Background: an optimization exercise with open tools, aiming at small area and a short achievable clock period. Do not read the settings as production practice.
Only simulation tests tie the RTL to the original design; equivalence was not proved.
Power figures rest on the tool's default switching activity, not on a simulated workload.

==> run a: inputs <==
==> flow/design.v <==
module lifo_sa #(
  parameter int DWIDTH       = 16,
  parameter int AWIDTH       = 8,
  parameter int ALMOST_FULL  = 2,
  parameter int ALMOST_EMPTY = 2,
  parameter int SHOWAHEAD    = 0
) (
  input  logic              clk_i,
  input  logic              srst_i,
  input  logic              wrreq_i,
  input  logic [DWIDTH-1:0] data_i,
  input  logic              rdreq_i,
  output logic [DWIDTH-1:0] q_o,
  output logic              empty_o,
  output logic              almost_empty_o,
  output logic              full_o,
  output logic              almost_full_o,
  output logic [AWIDTH:0]   usedw_o
  ,
  input  logic              clr_err_i,
  output logic              ovf_o,
  output logic              udf_o
);
  localparam int DEPTH = 2**AWIDTH;
  localparam int AW1   = AWIDTH + 1;
  localparam logic [AWIDTH:0]   DEPTH_W = AW1'(DEPTH);
  localparam logic [AWIDTH:0]   AF_LVL  = AW1'(ALMOST_FULL);
  localparam logic [AWIDTH:0]   AE_LVL  = AW1'(ALMOST_EMPTY);
  localparam logic [AWIDTH:0]   ONE_W   = AW1'(1);
  localparam logic [AWIDTH-1:0] ONE_A   = AWIDTH'(1);
  logic [DWIDTH-1:0] mem_q [DEPTH];
  logic [AWIDTH:0]   usedw_q, usedw_d;
  logic [DWIDTH-1:0] q_q, q_d;
  logic              empty_q, almost_empty_q, full_q, almost_full_q;
  logic              push_ok, pop_ok;
  logic [AWIDTH-1:0] wr_addr, top_addr;
  assign push_ok  = wrreq_i & ~full_q;
  assign pop_ok   = rdreq_i & ~empty_q;
  assign wr_addr  = usedw_q[AWIDTH-1:0];
  assign top_addr = wr_addr - ONE_A;
  always_comb begin
    usedw_d = usedw_q;
    if (push_ok && !pop_ok) begin
      usedw_d = usedw_q + ONE_W;
    end else if (pop_ok && !push_ok) begin
      usedw_d = usedw_q - ONE_W;
    end
  end
  always_comb begin
    q_d = q_q;
    if (SHOWAHEAD == 0) begin
      if (push_ok && pop_ok) begin
        q_d = data_i;
      end else if (pop_ok) begin
        q_d = mem_q[top_addr];
      end
    end else begin
      if (push_ok && !pop_ok) begin
        q_d = data_i;
      end else if (pop_ok && !push_ok) begin
        q_d = (usedw_q == ONE_W) ? '0 : mem_q[top_addr - ONE_A];
      end
    end
  end
  always_ff @(posedge clk_i) begin
    if (push_ok && !pop_ok) begin
      mem_q[wr_addr] <= data_i;
    end
  end
  always_ff @(posedge clk_i) begin
    if (srst_i) begin
      usedw_q        <= '0;
      q_q            <= '0;
      empty_q        <= 1'b1;
      almost_empty_q <= 1'b1;
      full_q         <= 1'b0;
      almost_full_q  <= (AF_LVL == '0);
    end else begin
      usedw_q        <= usedw_d;
      q_q            <= q_d;
      empty_q        <= (usedw_d == '0);
      almost_empty_q <= (usedw_d <= AE_LVL);
      full_q         <= (usedw_d == DEPTH_W);
      almost_full_q  <= (usedw_d >= AF_LVL);
    end
  end
  assign q_o            = q_q;
  assign usedw_o        = usedw_q;
  assign empty_o        = empty_q;
  assign almost_empty_o = almost_empty_q;
  assign full_o         = full_q;
  assign almost_full_o  = almost_full_q;
  logic ovf_q, ovf_d, udf_q, udf_d;
  always_comb begin
    ovf_d = ovf_q;
    udf_d = udf_q;
    if (clr_err_i) begin
      ovf_d = 1'b0;
      udf_d = 1'b0;
    end
    if (wrreq_i && full_q && !pop_ok) begin
      ovf_d = 1'b1;
    end
    if (rdreq_i && empty_q) begin
      udf_d = 1'b1;
    end
  end
  always_ff @(posedge clk_i) begin
    if (srst_i) begin
      ovf_q <= 1'b0;
      udf_q <= 1'b0;
    end else begin
      ovf_q <= ovf_d;
      udf_q <= udf_d;
    end
  end
  assign ovf_o = ovf_q;
  assign udf_o = udf_q;
endmodule
==> flow/run.sh <==
#!/bin/bash
# synth_recipe.tcl (not shown) runs the flow's synth.tcl, then flattens the netlist and writes it again
# the make line also repeats each setting of config.mk as NAME=value (left out here)
make -C /OpenROAD-flow-scripts/flow DESIGN_CONFIG=/design/flow/config.mk WORK_HOME=/design/flow/orfs CLKGATE_MAP_FILE= SYNTH_SCRIPT=/design/flow/synth_recipe.tcl finish
==> flow/config.mk <==
export PLATFORM = sky130hd
export DESIGN_NAME = lifo_sa
export DESIGN_NICKNAME = lifo_sa
export VERILOG_FILES = /design/flow/design.v
export SDC_FILE = /design/flow/constraint.sdc
export NUM_CORES = 4
export LEC_CHECK = 0
export CAP_MARGIN = 20
export CORE_MARGIN = 2
export CORE_UTILIZATION = 40
export SLEW_MARGIN = 20
==> flow/constraint.sdc <==
create_clock -name core_clock -period 4.0 [get_ports {clk_i}]
set_input_delay 0.8000 -clock core_clock [delete_from_list [all_inputs] [get_ports {clk_i}]]
set_output_delay 0.8000 -clock core_clock [all_outputs]
set_load 0.01 [all_outputs]
==> run b: changes against run a <==
--- a/flow/design.v
+++ b/flow/design.v
@@ -4,5 +4,5 @@
   parameter int ALMOST_FULL  = 2,
   parameter int ALMOST_EMPTY = 2,
-  parameter int SHOWAHEAD    = 0
+  parameter int SHOWAHEAD    = 0    
 ) (
   input  logic              clk_i,
@@ -28,42 +28,56 @@
   localparam logic [AWIDTH:0]   AE_LVL  = AW1'(ALMOST_EMPTY);
   localparam logic [AWIDTH:0]   ONE_W   = AW1'(1);
-  localparam logic [AWIDTH-1:0] ONE_A   = AWIDTH'(1);
-  logic [DWIDTH-1:0] mem_q [DEPTH];
+  logic [DWIDTH-1:0] stk_q [DEPTH];    
+  logic              phase_q;
   logic [AWIDTH:0]   usedw_q, usedw_d;
   logic [DWIDTH-1:0] q_q, q_d;
   logic              empty_q, almost_empty_q, full_q, almost_full_q;
-  logic              push_ok, pop_ok;
-  logic [AWIDTH-1:0] wr_addr, top_addr;
-  assign push_ok  = wrreq_i & ~full_q;
-  assign pop_ok   = rdreq_i & ~empty_q;
-  assign wr_addr  = usedw_q[AWIDTH-1:0];
-  assign top_addr = wr_addr - ONE_A;
-  always_comb begin
-    usedw_d = usedw_q;
-    if (push_ok && !pop_ok) begin
-      usedw_d = usedw_q + ONE_W;
-    end else if (pop_ok && !push_ok) begin
-      usedw_d = usedw_q - ONE_W;
+  logic              empty_d, almost_empty_d, full_d, almost_full_d;
+  logic              push_ok, pop_ok, push_only, pop_only, push_pop, hold;
+  logic [DWIDTH-1:0] din_enc, top_dec;
+  assign push_ok   = wrreq_i & ~full_q;
+  assign pop_ok    = rdreq_i & ~empty_q;
+  assign push_only = push_ok & ~pop_ok;
+  assign pop_only  = pop_ok & ~push_ok;
+  assign push_pop  = push_ok & pop_ok;
+  assign hold      = ~(push_only | pop_only);
+  assign din_enc = data_i ^ {DWIDTH{phase_q}};
+  assign top_dec = stk_q[0] ^ {DWIDTH{phase_q}};
+  always_ff @(posedge clk_i) begin
+    if (srst_i) begin
+      phase_q <= 1'b0;
+    end else begin
+      phase_q <= ~phase_q;
+    end
+  end
+  always_ff @(posedge clk_i) begin
+    for (int i = 0; i < DEPTH; i++) begin
+      stk_q[i] <= ~(({DWIDTH{hold}}      & stk_q[i])
+                  | ({DWIDTH{push_only}} & ((i == 0) ? din_enc : stk_q[(i + DEPTH - 1) % DEPTH]))
+                  | ({DWIDTH{pop_only}}  & ((i == DEPTH - 1) ? stk_q[i] : stk_q[(i + 1) % DEPTH])));
     end
   end
   always_comb begin
-    q_d = q_q;
-    if (SHOWAHEAD == 0) begin
-      if (push_ok && pop_ok) begin
-        q_d = data_i;
-      end else if (pop_ok) begin
-        q_d = mem_q[top_addr];
-      end
-    end else begin
-      if (push_ok && !pop_ok) begin
-        q_d = data_i;
-      end else if (pop_ok && !push_ok) begin
-        q_d = (usedw_q == ONE_W) ? '0 : mem_q[top_addr - ONE_A];
-      end
-    end
-  end
-  always_ff @(posedge clk_i) begin
-    if (push_ok && !pop_ok) begin
-      mem_q[wr_addr] <= data_i;
+    usedw_d        = usedw_q;
+    q_d            = q_q;
+    empty_d        = empty_q;
+    almost_empty_d = almost_empty_q;
+    full_d         = full_q;
+    almost_full_d  = almost_full_q;
+    if (push_only) begin
+      usedw_d        = usedw_q + ONE_W;
+      empty_d        = 1'b0;
+      almost_empty_d = (usedw_q + ONE_W <= AE_LVL);
+      full_d         = (usedw_q + ONE_W == DEPTH_W);
+      almost_full_d  = (usedw_q + ONE_W >= AF_LVL);
+    end else if (pop_only) begin
+      usedw_d        = usedw_q - ONE_W;
+      q_d            = top_dec;
+      empty_d        = (usedw_q == ONE_W);
+      almost_empty_d = (usedw_q - ONE_W <= AE_LVL);
+      full_d         = 1'b0;
+      almost_full_d  = (usedw_q - ONE_W >= AF_LVL);
+    end else if (push_pop) begin
+      q_d            = data_i;
     end
   end
@@ -79,8 +93,8 @@
       usedw_q        <= usedw_d;
       q_q            <= q_d;
-      empty_q        <= (usedw_d == '0);
-      almost_empty_q <= (usedw_d <= AE_LVL);
-      full_q         <= (usedw_d == DEPTH_W);
-      almost_full_q  <= (usedw_d >= AF_LVL);
+      empty_q        <= empty_d;
+      almost_empty_q <= almost_empty_d;
+      full_q         <= full_d;
+      almost_full_q  <= almost_full_d;
     end
   end
==> flow/flow/run.sh (new file) <==
#!/bin/bash
# The standard flow, with a setup slack margin only in the clock-tree step's
# timing repair (the floorplan step's repair gets none).
set -euo pipefail
bash standard.sh synth floorplan place > flow_synth_floorplan_place.log 2>&1
bash standard.sh SETUP_SLACK_MARGIN=1.8 cts > flow_cts.log 2>&1
bash standard.sh finish > flow_route_finish.log 2>&1
==> flow/standard.sh (new file) <==
#!/bin/bash
# synth_recipe.tcl (not shown) runs the flow's synth.tcl, then flattens the netlist and writes it again
# the make line also repeats each setting of config.mk as NAME=value (left out here)
make -C /OpenROAD-flow-scripts/flow DESIGN_CONFIG=/design/flow/config.mk WORK_HOME=/design/flow/orfs CLKGATE_MAP_FILE= SYNTH_SCRIPT=/design/flow/synth_recipe.tcl "${@:-finish}"
--- a/flow/config.mk
+++ b/flow/config.mk
@@ -8,4 +8,6 @@
 export CAP_MARGIN = 20
 export CORE_MARGIN = 2
-export CORE_UTILIZATION = 40
+export CORE_UTILIZATION = 45
+export CTS_CLUSTER_DIAMETER = 60
+export CTS_CLUSTER_SIZE = 20
 export SLEW_MARGIN = 20
removed: flow/run.sh
==> run c: changes against run a <==
--- a/flow/design.v
+++ b/flow/design.v
@@ -4,5 +4,5 @@
   parameter int ALMOST_FULL  = 2,
   parameter int ALMOST_EMPTY = 2,
-  parameter int SHOWAHEAD    = 0
+  parameter int SHOWAHEAD    = 0    
 ) (
   input  logic              clk_i,
@@ -28,42 +28,56 @@
   localparam logic [AWIDTH:0]   AE_LVL  = AW1'(ALMOST_EMPTY);
   localparam logic [AWIDTH:0]   ONE_W   = AW1'(1);
-  localparam logic [AWIDTH-1:0] ONE_A   = AWIDTH'(1);
-  logic [DWIDTH-1:0] mem_q [DEPTH];
+  logic [DWIDTH-1:0] stk_q [DEPTH];    
+  logic              phase_q;
   logic [AWIDTH:0]   usedw_q, usedw_d;
   logic [DWIDTH-1:0] q_q, q_d;
   logic              empty_q, almost_empty_q, full_q, almost_full_q;
-  logic              push_ok, pop_ok;
-  logic [AWIDTH-1:0] wr_addr, top_addr;
-  assign push_ok  = wrreq_i & ~full_q;
-  assign pop_ok   = rdreq_i & ~empty_q;
-  assign wr_addr  = usedw_q[AWIDTH-1:0];
-  assign top_addr = wr_addr - ONE_A;
-  always_comb begin
-    usedw_d = usedw_q;
-    if (push_ok && !pop_ok) begin
-      usedw_d = usedw_q + ONE_W;
-    end else if (pop_ok && !push_ok) begin
-      usedw_d = usedw_q - ONE_W;
+  logic              empty_d, almost_empty_d, full_d, almost_full_d;
+  logic              push_ok, pop_ok, push_only, pop_only, push_pop, hold;
+  logic [DWIDTH-1:0] din_enc, top_dec;
+  assign push_ok   = wrreq_i & ~full_q;
+  assign pop_ok    = rdreq_i & ~empty_q;
+  assign push_only = push_ok & ~pop_ok;
+  assign pop_only  = pop_ok & ~push_ok;
+  assign push_pop  = push_ok & pop_ok;
+  assign hold      = ~(push_only | pop_only);
+  assign din_enc = data_i ^ {DWIDTH{phase_q}};
+  assign top_dec = stk_q[0] ^ {DWIDTH{phase_q}};
+  always_ff @(posedge clk_i) begin
+    if (srst_i) begin
+      phase_q <= 1'b0;
+    end else begin
+      phase_q <= ~phase_q;
+    end
+  end
+  always_ff @(posedge clk_i) begin
+    for (int i = 0; i < DEPTH; i++) begin
+      stk_q[i] <= ~(({DWIDTH{hold}}      & stk_q[i])
+                  | ({DWIDTH{push_only}} & ((i == 0) ? din_enc : stk_q[(i + DEPTH - 1) % DEPTH]))
+                  | ({DWIDTH{pop_only}}  & ((i == DEPTH - 1) ? stk_q[i] : stk_q[(i + 1) % DEPTH])));
     end
   end
   always_comb begin
-    q_d = q_q;
-    if (SHOWAHEAD == 0) begin
-      if (push_ok && pop_ok) begin
-        q_d = data_i;
-      end else if (pop_ok) begin
-        q_d = mem_q[top_addr];
-      end
-    end else begin
-      if (push_ok && !pop_ok) begin
-        q_d = data_i;
-      end else if (pop_ok && !push_ok) begin
-        q_d = (usedw_q == ONE_W) ? '0 : mem_q[top_addr - ONE_A];
-      end
-    end
-  end
-  always_ff @(posedge clk_i) begin
-    if (push_ok && !pop_ok) begin
-      mem_q[wr_addr] <= data_i;
+    usedw_d        = usedw_q;
+    q_d            = q_q;
+    empty_d        = empty_q;
+    almost_empty_d = almost_empty_q;
+    full_d         = full_q;
+    almost_full_d  = almost_full_q;
+    if (push_only) begin
+      usedw_d        = usedw_q + ONE_W;
+      empty_d        = 1'b0;
+      almost_empty_d = (usedw_q + ONE_W <= AE_LVL);
+      full_d         = (usedw_q + ONE_W == DEPTH_W);
+      almost_full_d  = (usedw_q + ONE_W >= AF_LVL);
+    end else if (pop_only) begin
+      usedw_d        = usedw_q - ONE_W;
+      q_d            = top_dec;
+      empty_d        = (usedw_q == ONE_W);
+      almost_empty_d = (usedw_q - ONE_W <= AE_LVL);
+      full_d         = 1'b0;
+      almost_full_d  = (usedw_q - ONE_W >= AF_LVL);
+    end else if (push_pop) begin
+      q_d            = data_i;
     end
   end
@@ -79,8 +93,8 @@
       usedw_q        <= usedw_d;
       q_q            <= q_d;
-      empty_q        <= (usedw_d == '0);
-      almost_empty_q <= (usedw_d <= AE_LVL);
-      full_q         <= (usedw_d == DEPTH_W);
-      almost_full_q  <= (usedw_d >= AF_LVL);
+      empty_q        <= empty_d;
+      almost_empty_q <= almost_empty_d;
+      full_q         <= full_d;
+      almost_full_q  <= almost_full_d;
     end
   end
--- a/flow/config.mk
+++ b/flow/config.mk
@@ -8,4 +8,5 @@
 export CAP_MARGIN = 20
 export CORE_MARGIN = 2
-export CORE_UTILIZATION = 40
+export CORE_UTILIZATION = 45
+export SETUP_SLACK_MARGIN = 1.3
 export SLEW_MARGIN = 20
==> run summary <==
Run c finished with timing, DRC and antenna clean. Run b finished with timing, DRC and antenna clean. Run a passed the timing, DRC and antenna checks. Sequential power: run a is lower than run b (about 30%). Global-route usage: run c < run b < run a. The lowest first-iteration DRC count belongs to run a, the highest to run b. Against run b, the maximum frequency of run c is smaller by 13%. Synthesized area is the same in run b and run c. Cell count, highest first: run c, run b, run a.
==> figures <==
GRT Total Usage: run a 20.1%; run c 15.1%; run b 15.3%
Status: run a finished clean; run c finished clean; run b finished clean
Fraction of the core area covered by cells at the end of the flow: run a 46.4%; run c 51.4%; run b 49.3%
CP peak stage delay: run a 0.55 ns; run c 0.59 ns; run b 0.55 ns
Register area: run a 124000 sq um; run c 82700 sq um; run b 82700 sq um
Share of cell area taken by flip-flops and latches: run a 67.8%; run c 55.8%; run b 58.2%
Global-route track usage on met1: run a 28.3%; run c 20.0%; run b 20.7%
Fraction of cell area in non-clock buffers: run a 3.42%; run c 2.91%; run b 3.56%
Leakage power: run a 0.0554 uW; run c 0.0521 uW; run b 0.0492 uW
Sort of element at the start of the critical path: run a register; run c primary input; run b register
Die Y-Extent: run a 632 um; run c 542 um; run b 542 um
CTS clock-pin slew for the worst setup and hold paths: run a 0.07 ns; run c 0.06 ns; run b 0.08 ns
P&R area growth vs syn: run a 15.4%; run c 13.7%; run b 9.10%

-- port drivers added, routing unchanged --
How much do the figures lean on ideal ports? The routed layouts below were timed once more, with nothing changed but the port constraints.
Step 1 assumes that a clkbuf_16 drives the clock port and a buf_2 every other input.
Step 2 also shifts input and output timing later by t, the mid clock arrival at the registers, as if the neighbouring blocks saw the same clock.
Three values: no drivers, after step 1, after step 2; two values: the first two.
| run | t (ns) | setup WS [ns] | cell pins on the clock port's net |
|---|---|---|---|
| run a | 1.040 | 0.114 / 0.114 / 0.114 | 1 |
| run b | 0.976 | 1.679 / 1.679 / 0.785 | 1 |
| run c | 0.964 | 1.325 / 1.290 / 0.426 | 1 |
After both steps every run listed still meets setup and hold. For run c, which loses most, drivers alone change the setup slack by -0.035 ns; drivers and shift together by -0.899 ns.
